This design comes from an exercise in tuning for small area and a short achievable clock period on the open sky130 flow, not from production work. Where RTL was checked, it was by simulation tests only, not by an equivalence proof against the original. Power and IR drop assume default switching activity.

build 6:
Design sid_synth_top, start of the top module:
module sid_synth_top #(
    parameter  int NUM_VOICES = 4,
    parameter  int SAMPLE_DIV = 256,
    localparam int MIX_W      = synth_pkg::REG_W + 2
) (
    input  wire logic             clk,
    input  wire logic             rst_n,
    input  wire logic             spi_clk,
    input  wire logic             spi_cs_n,
    input  wire logic             spi_mosi,
    output logic      [MIX_W-1:0] sample,
    output logic                  sample_valid
);
Size: ~2900 cells after synthesis, roughly 0.028 mm² of cells after synthesis.
==> flow/config.mk <==
export PLATFORM = sky130hd
export DESIGN_NAME = sid_synth_top
export DESIGN_NICKNAME = sid_synth_top
export VERILOG_FILES = /design/flow/design.v
export SDC_FILE = /design/flow/constraint.sdc
export NUM_CORES = 4
export LEC_CHECK = 0
export CAP_MARGIN = 20
export CORE_MARGIN = 2
export CORE_UTILIZATION = 40
export CTS_CLUSTER_DIAMETER = 80
export CTS_CLUSTER_SIZE = 20
export SETUP_SLACK_MARGIN = 3.5
export SLEW_MARGIN = 20
==> flow/constraint.sdc <==
create_clock -name core_clock -period 7.0 [get_ports {clk}]
set_input_delay 1.4000 -clock core_clock [delete_from_list [all_inputs] [get_ports {clk}]]
set_output_delay 1.4000 -clock core_clock [all_outputs]
set_load 0.01 [all_outputs]
run.sh (not shown) runs the stock make flow with config.mk's settings and CLKGATE_MAP_FILE= SYNTH_SCRIPT=/design/flow/synth_recipe.tcl, a recipe that flattens the netlist after the stock synthesis.
Build 6 | stages: all done | timing, DRC, antenna: all pass
Modified inputs, build 71 compared to build 6
# build 6
export LEC_CHECK = 0
export CAP_MARGIN = 20
export CORE_MARGIN = 2
export CORE_UTILIZATION = 40
export CTS_CLUSTER_DIAMETER = 80
export CTS_CLUSTER_SIZE = 20
export SETUP_SLACK_MARGIN = 3.5
export SLEW_MARGIN = 20
create_clock -name core_clock -period 7.0 [get_ports {clk}]
# build 71
export LEC_CHECK = 0
export CAP_MARGIN = 20
export CORE_MARGIN = 2
export CORE_UTILIZATION = 40
export CTS_CLUSTER_DIAMETER = 90
export CTS_CLUSTER_SIZE = 25
export SETUP_SLACK_MARGIN = 3.5
export SLEW_MARGIN = 20
create_clock -name core_clock -period 7.0 [get_ports {clk}]
Notes after the runs:
- Summary: worst path setup slack after routing, build 71 worse than build 6
- Clock skew, build 6 and build 71, lower one = build 6.
- For global-route wire length before repair, build 6 and build 71 come out practically identical.
- Register fraction of the total cell area came out higher on build 71 than on build 6.
- The via count of build 71 was superior to that of build 6.
- Post-DP HPWL across build 6 and build 71: no real change.
- Diff build 6 and build 71: global router's overall resource usage higher in build 6
- Build 6 reached the end of the flow, and the finished layout is clean on the timing, DRC and antenna checks.
- Build 71 did not stop at any stage, and its layout met the timing, DRC and antenna checks.
> inputs changed (build 71 -> build 14)
# build 71
export LEC_CHECK = 0
export CAP_MARGIN = 20
export CORE_MARGIN = 2
export CORE_UTILIZATION = 40
export CTS_CLUSTER_DIAMETER = 90
export CTS_CLUSTER_SIZE = 25
export SETUP_SLACK_MARGIN = 3.5
export SLEW_MARGIN = 20
create_clock -name core_clock -period 7.0 [get_ports {clk}]
# build 14
export LEC_CHECK = 0
export ABC_AREA = 1
export CAP_MARGIN = 20
export CORE_MARGIN = 2
export CORE_UTILIZATION = 40
export CTS_CLUSTER_DIAMETER = 90
export CTS_CLUSTER_SIZE = 25
export SETUP_SLACK_MARGIN = 3.8
export SLEW_MARGIN = 20
create_clock -name core_clock -period 7.0 [get_ports {clk}]
--- outcome ---
Taking build 14 over build 71, the non-clock buffer count ratio works out to 1.2.
Build 71 was smaller in final cell area than build 14.
Against build 71, build 14 reports a ratio of final minimum period to clock period that is lower.
| first-pass GRT wire length | build 71 vs build 14 | ≈ equal |
The following lists how build 26 was set up differently from build 14:
# build 14
export LEC_CHECK = 0
export ABC_AREA = 1
export CAP_MARGIN = 20
export CORE_MARGIN = 2
export CORE_UTILIZATION = 40
export CTS_CLUSTER_DIAMETER = 90
export CTS_CLUSTER_SIZE = 25
export SETUP_SLACK_MARGIN = 3.8
export SLEW_MARGIN = 20
create_clock -name core_clock -period 7.0 [get_ports {clk}]
# build 26
export LEC_CHECK = 0
export ABC_AREA = 1
export CAP_MARGIN = 20
export CORE_MARGIN = 2
export CORE_UTILIZATION = 40
export CTS_CLUSTER_DIAMETER = 90
export CTS_CLUSTER_SIZE = 25
export SETUP_SLACK_MARGIN = 3.5
export SLEW_MARGIN = 20
create_clock -name core_clock -period 7.0 [get_ports {clk}]
Results
- The sum of met3 wire segment lengths after detailed routing of build 26 is lower than that of build 14.
- [build 26] final critical-path share of the clock period rose 1.6 points relative to build 14
- Taking build 14 as the reference, in build 26 clock power went up by about 7%; routed wire length went down by about 4%; global router's overall resource usage went down by 0.53 points; setup slack went down by 0.11 ns.

Starting RTL as in the previous note.
==> flow/design.v (excerpt) <==
module sid_synth_top #(
    parameter  int NUM_VOICES = 4,
    parameter  int SAMPLE_DIV = 256,
    localparam int MIX_W      = synth_pkg::REG_W + 2
) (
    input  wire logic             clk,
    input  wire logic             rst_n,
    input  wire logic             spi_clk,
    input  wire logic             spi_cs_n,
    input  wire logic             spi_mosi,
    output logic      [MIX_W-1:0] sample,
    output logic                  sample_valid
);
clock: 7.0 ns
lec_check: 0
cap_margin: 20
core_margin: 2
core_utilization: 40
cts_cluster_diameter: 90
cts_cluster_size: 25
setup_slack_margin: 3.3
slew_margin: 20
Change:
- ABC_AREA: not set -> 1
- SETUP_SLACK_MARGIN: 3.3 -> 3.6
Result: Setup slack gains 0.31 ns; sequential power stays flat; area after synthesis is higher by 1.0%; total power increases by 1.6%; design area increases by 2.1%; core utilization rises by 0.25 points.
Change:
- ABC_AREA: 1 -> not set
- SETUP_SLACK_MARGIN: 3.6 -> 4.0
What happened: Design area went up by 2.8%. Clock power went up by about 7%. Via count went down by 3.9%. Clock skew went up by 0.010 ns. Combinational power went up by 14%. Worst setup slack got worse by 0.23 ns. Sequential power barely changes.
Change:
- SETUP_SLACK_MARGIN: 4.0 -> 3.8
What happened: Design area fell by 0.32%. Non-clock buffer count climbs by 4. Critical path depth rises by 1. Clock power went down by about 8%. Worst setup slack hardly moves. Total power fell by 3.4%. Maximum frequency is about the same. Clock-buffer cell count goes up by 1. Via count is higher by 0.59%. Sequential share of layout area hardly moves. Wire length went up by 1.2%.
Change:
- ABC_AREA: not set -> 1
- SETUP_SLACK_MARGIN: 3.8 -> 4.2
Result: The changed run went through all stages and came out clean. Setup slack improves by 0.19 ns. Routed wire length rises by about 2.8%. Final area rises by about 4.4%. Clock skew barely changes. Fmax rises by 5.8%. Power is about the same. Via count rises by 6.9%. Synthesized area rises by 1.0%. Clock-buffer cell count falls by 1. Final cell count rises by about 13%.

sid_synth_top, a different RTL version from the one above (not shown whole).
For scale: ~450 flip-flops, roughly 16 I/O pins, ~30000 sq um of cells after synthesis.
export LEC_CHECK = 0
export CAP_MARGIN = 20
export CORE_MARGIN = 2
export CORE_UTILIZATION = 40
export SETUP_SLACK_MARGIN = 3.0
export SLEW_MARGIN = 20
create_clock -name core_clock -period 7.0 [get_ports {clk}]
Rerun with:
--- a/flow/config.mk
+++ b/flow/config.mk
@@ -10,2 +10,4 @@
 export CORE_UTILIZATION = 40
+export CTS_CLUSTER_DIAMETER = 80
+export CTS_CLUSTER_SIZE = 20
 export SETUP_SLACK_MARGIN = 3.0
Effect:
- The new run passed the timing, DRC and antenna checks
- total power fell by roughly a tenth
- global-route usage drops by 0.11 points
- wire length went down slightly
- worst setup slack gets worse by 0.014 ns
- cell count fell slightly
Rerun with:
--- a/flow/config.mk
+++ b/flow/config.mk
@@ -10,4 +10,3 @@
 export CORE_UTILIZATION = 40
-export CTS_CLUSTER_DIAMETER = 80
-export CTS_CLUSTER_SIZE = 20
+export CTS_BUF_LIST = sky130_fd_sc_hd__clkbuf_4 sky130_fd_sc_hd__clkbuf_8
 export SETUP_SLACK_MARGIN = 3.0
Effect: The changed run ran to the end with no violations. Power increases by about a fifth. Clock-buffer cell count grows by 87. Via count went up slightly. Worst setup slack is worse by 0.024 ns. Sequential power hardly moves. First-iteration DRC count increases slightly. Final area rose by a few percent. Non-clock buffer count fell by 1. Worst hold slack is worse by 0.012 ns. Combinational power hardly moves. Synthesized area does not change.
No run of this note included a check of the RTL's function; only the layout flow was run.

run A:
sid_synth_top again, from the RTL that the note above started with.
clock: 7.0 ns
lec_check: 0
cap_margin: 20
core_margin: 2
core_utilization: 40
cts_buf_list: sky130_fd_sc_hd__clkbuf_2 sky130_fd_sc_hd__clkbuf_4
setup_slack_margin: 3.0
slew_margin: 20
Run A finished all stages; the layout is clean.
Inputs modified between run A and run B:
Settings: an added CTS_CLUSTER_SIZE of 30; an added CTS_CLUSTER_DIAMETER of 100; a deleted CTS_BUF_LIST that had been sky130_fd_sc_hd__clkbuf_2 sky130_fd_sc_hd__clkbuf_4.
==> comparison <==
Run A has higher cell-internal power than run B. Run B: global-route wire length before repair about 2.7% below run A. Going from run A to run B, smallest hold slack has increased; number of filler instances in the final layout has remained practically unchanged. Against run A, run B reports a share of the clock period used by the worst path that is lower. Diff run B..run A | number of max-cap violations | unchanged. In the flow results for run B and run A, the met3 layer wire length in the routed design is larger on run A.
Function was not checked in any run of this note: the RTL went through the layout flow alone.

## re-timing with driven ports
How much do the figures lean on ideal ports? The routed layouts below were timed once more, with nothing changed but the port constraints. Step 1: set_driving_cell puts a clkbuf_16 on clk and a buf_2 on each other input, an assumption about the parent block. Step 2 also shifts input and output timing later by t, the mid clock arrival at the registers, as if the neighbouring blocks saw the same clock. a / b / c = ideal / step 1 / step 2; a / b = the first two.
run | t, ns | setup WS [ns] | hold slack, ns
build 6 | 0.635 | 3.438 / 3.438 / 3.438 | 0.354 / 0.354 / 0.354
build 71 | 0.663 | 3.420 / 3.420 / 3.420 | 0.365 / 0.365 / 0.365
build 14 | 0.657 | 3.668 / 3.668 / 3.668 | 0.383 / 0.383 / 0.383
build 26 | 0.665 | 3.556 / 3.556 / 3.556 | 0.363 / 0.363 / 0.363
the first run of note 2 | 0.655 | 3.372 / 3.372 / 3.372 | 0.357 / 0.357 / 0.357
the second run of note 2 | 0.663 | 3.677 / 3.677 / 3.677 | 0.401 / 0.401 / 0.401
the third run of note 2 | 0.680 | 3.450 / 3.450 / 3.450 | 0.365 / 0.365 / 0.365
the fourth run of note 2 | 0.667 | 3.449 / 3.449 / 3.449 | 0.362 / 0.362 / 0.362
the fifth run of note 2 | 0.662 | 3.643 / 3.643 / 3.643 | 0.358 / 0.358 / 0.358
the first run of note 3 | 0.665 | 3.140 / 3.140 / 3.140 | 0.443 / 0.443 / 0.443
the second run of note 3 | 0.628 | 3.126 / 3.126 / 3.126 | 0.445 / 0.445 / 0.445
the third run of note 3 | 0.715 | 3.102 / 3.102 / 3.102 | 0.434 / 0.434 / 0.434
run A | 1.025 | 3.111 / 3.111 / 3.111 | 0.374 / 0.369 / 0.425
run B | 0.639 | 3.146 / 3.146 / 3.146 | 0.451 / 0.451 / 0.451
After both steps setup and hold are still met in every run listed.
